Background: an optimization exercise with open tools, aiming at small area, a short achievable clock period and few clock cycles. Do not read the settings as production practice.
RTL that was checked went through simulation tests only; none was proved equivalent to the original.

Design dcacheTop, start of the top module:
module dcacheTop #(
	parameter int setBits = 3
) (
	input  logic        CLK,
	input  logic        nRST,
	input  logic        memRead,
	input  logic        memWrite,
	input  logic [31:0] memAddr,
	input  logic [31:0] memStore,
	input  logic        halt,
	output logic        hit,
	output logic [31:0] memLoad,
	output logic        flushed,
	output logic        ramRead,
	output logic        ramWrite,
	output logic [31:0] ramAddr,
	output logic [31:0] ramStore,
	input  logic [31:0] ramLoad,
	input  logic        ramWait
);
export LEC_CHECK = 0
export CAP_MARGIN = 20
export CORE_MARGIN = 2
export CORE_UTILIZATION = 45
export PLACE_DENSITY = 0.6
export SETUP_SLACK_MARGIN = 3.0
export SLEW_MARGIN = 20
create_clock -name core_clock -period 8.0 [get_ports {CLK}]
run.sh (not shown) runs the stock make flow with config.mk's settings and CLKGATE_MAP_FILE= SYNTH_SCRIPT=/design/flow/synth_recipe.tcl, a recipe that flattens the netlist after the stock synthesis.
==> next run, changes <==
ABC_AREA = 1   (was default)
SETUP_SLACK_MARGIN = default   (was 3.0)
=> Worst setup slack loses 980 ps; final area goes down by 7.9%; first-iteration DRC count goes down by 12%; utilization goes down by 7.0 points; global-route usage goes down by 0.94 points; worst hold slack loses 13 ps; die area goes up by 4.5%; cell count goes up by 19%.
Function was not checked in any run of this note: the RTL went through the layout flow alone.

========
Another version of the RTL of dcacheTop (not shown whole).
Size in the first run: ~4,200 cells after synthesis, ~1,600 flip-flops, roughly 200 I/O pins.
export LEC_CHECK = 0
export CAP_MARGIN = 20
export CORE_MARGIN = 2
export CORE_UTILIZATION = 45
export PLACE_DENSITY = 0.6
export SETUP_SLACK_MARGIN = 5.0
export SLEW_MARGIN = 20
export TNS_END_PERCENT = 0
create_clock -name core_clock -period 8.0 [get_ports {CLK}]
standard.sh (not shown) runs the stock make flow with config.mk's settings and CLKGATE_MAP_FILE= SYNTH_SCRIPT=/design/flow/synth_recipe.tcl, a recipe that flattens the netlist after the stock synthesis.
==> flow/flow/run.sh <==
#!/bin/bash
# Standard layout, with two changes: timing repair may resize cells
# across footprints, and the port buffers start as buf_4 cells.
set -euo pipefail
bash standard.sh MATCH_CELL_FOOTPRINT=0 \
	"BUFFER_PORTS_ARGS=-buffer_cell sky130_fd_sc_hd__buf_4" \
	finish > flow_make.log 2>&1
The baseline went through all stages and came out clean.
Testbench counts at the start, summed over its fixed seeds: cycles 39,883.
==> next run, changes <==
Settings changed: CORE_UTILIZATION 45 to 60, CTS_BUF_LIST from default to sky130_fd_sc_hd__clkbuf_8, CTS_CLUSTER_DIAMETER from default to 60, CTS_CLUSTER_SIZE from default to 14, PLACE_DENSITY 0.6 to 0.75.
After rerunning: Synthesized area stays the same. Count of clock-buffer cells in the layout decreases by 73. Sequential share of layout area increases by 2.7 points. Die area decreases by 25%. Hold slack stays flat. Cell count decreases by 9.8%. Fmax increases by 1.0%. Wire length decreases by 7.8%.
==> next run, changes <==
Settings changed: CTS_CLUSTER_SIZE 14 to 18.
Result: Design area came out lower by 0.55%; global-route usage drops by 0.10 points; count of clock-buffer cells in the layout drops by 28; utilization shrinks by 0.37 points; routed wire length hardly moves.
==> next run, changes <==
==> flow/run.sh (new file) <==
#!/bin/bash
# synth_recipe.tcl (not shown) runs the flow's synth.tcl, then flattens the netlist and writes it again
# the make line also repeats each setting of config.mk as NAME=value (left out here)
make -C /OpenROAD-flow-scripts/flow DESIGN_CONFIG=/design/flow/config.mk WORK_HOME=/design/flow/orfs CLKGATE_MAP_FILE= SYNTH_SCRIPT=/design/flow/synth_recipe.tcl finish
Settings changed: CORE_UTILIZATION 60 to 45, CTS_BUF_LIST sky130_fd_sc_hd__clkbuf_8 to default, CTS_CLUSTER_DIAMETER 60 to default, CTS_CLUSTER_SIZE 18 to default, PLACE_DENSITY 0.75 to 0.6.
removed: flow/flow/run.sh
removed: flow/standard.sh
The changed run completed without violations.
Utilization falls by 13 points.
Worst setup slack degrades by 180 ps.
Wire length goes up by a little under a tenth.
Via count rose slightly.
First-iteration DRC count went down by about a fifth.

========
Another version of the RTL of dcacheTop (not shown whole).
Size: roughly 4100 cells after synthesis, about 200 I/O pins, ~69000 um2 of cells after synthesis.
## dcacheTop
module dcacheTop #(
	parameter int setBits = 3
) (
	input  logic        CLK,
	input  logic        nRST,
	input  logic        memRead,
	input  logic        memWrite,
	input  logic [31:0] memAddr,
	input  logic [31:0] memStore,
	input  logic        halt,
	output logic        hit,
	output logic [31:0] memLoad,
	output logic        flushed,
	output logic        ramRead,
	output logic        ramWrite,
	output logic [31:0] ramAddr,
	output logic [31:0] ramStore,
	input  logic [31:0] ramLoad,
	input  logic        ramWait
);
export LEC_CHECK = 0
export CAP_MARGIN = 20
export CORE_MARGIN = 2
export CORE_UTILIZATION = 60
export CTS_BUF_LIST = sky130_fd_sc_hd__clkbuf_8
export CTS_CLUSTER_DIAMETER = 60
export CTS_CLUSTER_SIZE = 14
export PLACE_DENSITY = 0.75
export SETUP_SLACK_MARGIN = 5.0
export SLEW_MARGIN = 20
export TNS_END_PERCENT = 0
create_clock -name core_clock -period 8.0 [get_ports {CLK}]
==> flow/flow/run.sh <==
#!/bin/bash
# Standard layout, with two changes: timing repair may resize cells
# across footprints, and the port buffers start as buf_4 cells.
set -euo pipefail
bash standard.sh MATCH_CELL_FOOTPRINT=0 \
	"BUFFER_PORTS_ARGS=-buffer_cell sky130_fd_sc_hd__buf_4" \
	finish > flow_make.log 2>&1
Testbench counts at the start, summed over its fixed seeds: cycles 36,210.
Then changed:
==> flow/flow/run.sh (replaced) <==
#!/bin/bash
# Standard layout, with two changes: timing repair may resize cells
# across footprints, and the port buffers start as buf_2 cells.
set -euo pipefail
bash standard.sh MATCH_CELL_FOOTPRINT=0 \
	"BUFFER_PORTS_ARGS=-buffer_cell sky130_fd_sc_hd__buf_2" \
	finish > flow_make.log 2>&1
CORE_UTILIZATION = 65   (was 60)
PLACE_DENSITY = 0.8   (was 0.75)
- The changed run finished clean
- clock skew barely changes
- area after synthesis stays the same
- wire length is about the same
- utilization climbs by 4.9 points
- design area decreases by 0.90%

-- static timing again, ports no longer ideal --
In the flow no input, the clock included, has a driving cell. The finished layouts below were timed again as built, in two steps. Step 1 (the two cells are an assumption about what drives the block):
set clk [get_ports {CLK}]
set_driving_cell -lib_cell sky130_fd_sc_hd__clkbuf_16 $clk
set_driving_cell -lib_cell sky130_fd_sc_hd__buf_2 [delete_from_list [all_inputs] $clk]
Step 2 adds t to the input delays and takes it off the output delays; t is the mean of the earliest and latest rising clock arrival at the registers after step 1. Input paths then give back, and output paths get back, about the clock's delay inside the block. a / b / c = ideal / step 1 / step 2; a / b = the first two.
run | shift t [ns] | slack for setup (ns) | worst setup path after step 2 | worst slew at a driven data input, ns | pins driven straight from the clock port
the first run of note 1 | 0.903 | 1.436 / 1.328 / 1.328 | input to output | 0.18 | 1
the second run of note 1 | 0.881 | 0.452 / 0.425 / 0.425 | input to output | 0.05 | 1
the first run of note 2 | 0.873 | 4.332 / 4.304 / 3.431 | input to register | 0.14 | 1
the second run of note 2 | 0.943 | 4.370 / 4.363 / 3.420 | input to register | 0.19 | 1
the third run of note 2 | 0.918 | 4.343 / 4.367 / 3.449 | input to register | 0.17 | 1
the fourth run of note 2 | 0.884 | 4.162 / 4.171 / 3.287 | input to register | 0.09 | 1
the first run of note 3 | 0.936 | 4.289 / 4.247 / 3.310 | input to register | 0.15 | 1
the second run of note 3 | 0.924 | 4.246 / 4.163 / 3.238 | input to register | 0.24 | 1
After both steps every run listed still meets setup and hold. For the second run of note 3, which loses most, drivers alone change the setup slack by -0.083 ns; drivers and shift together by -1.008 ns.
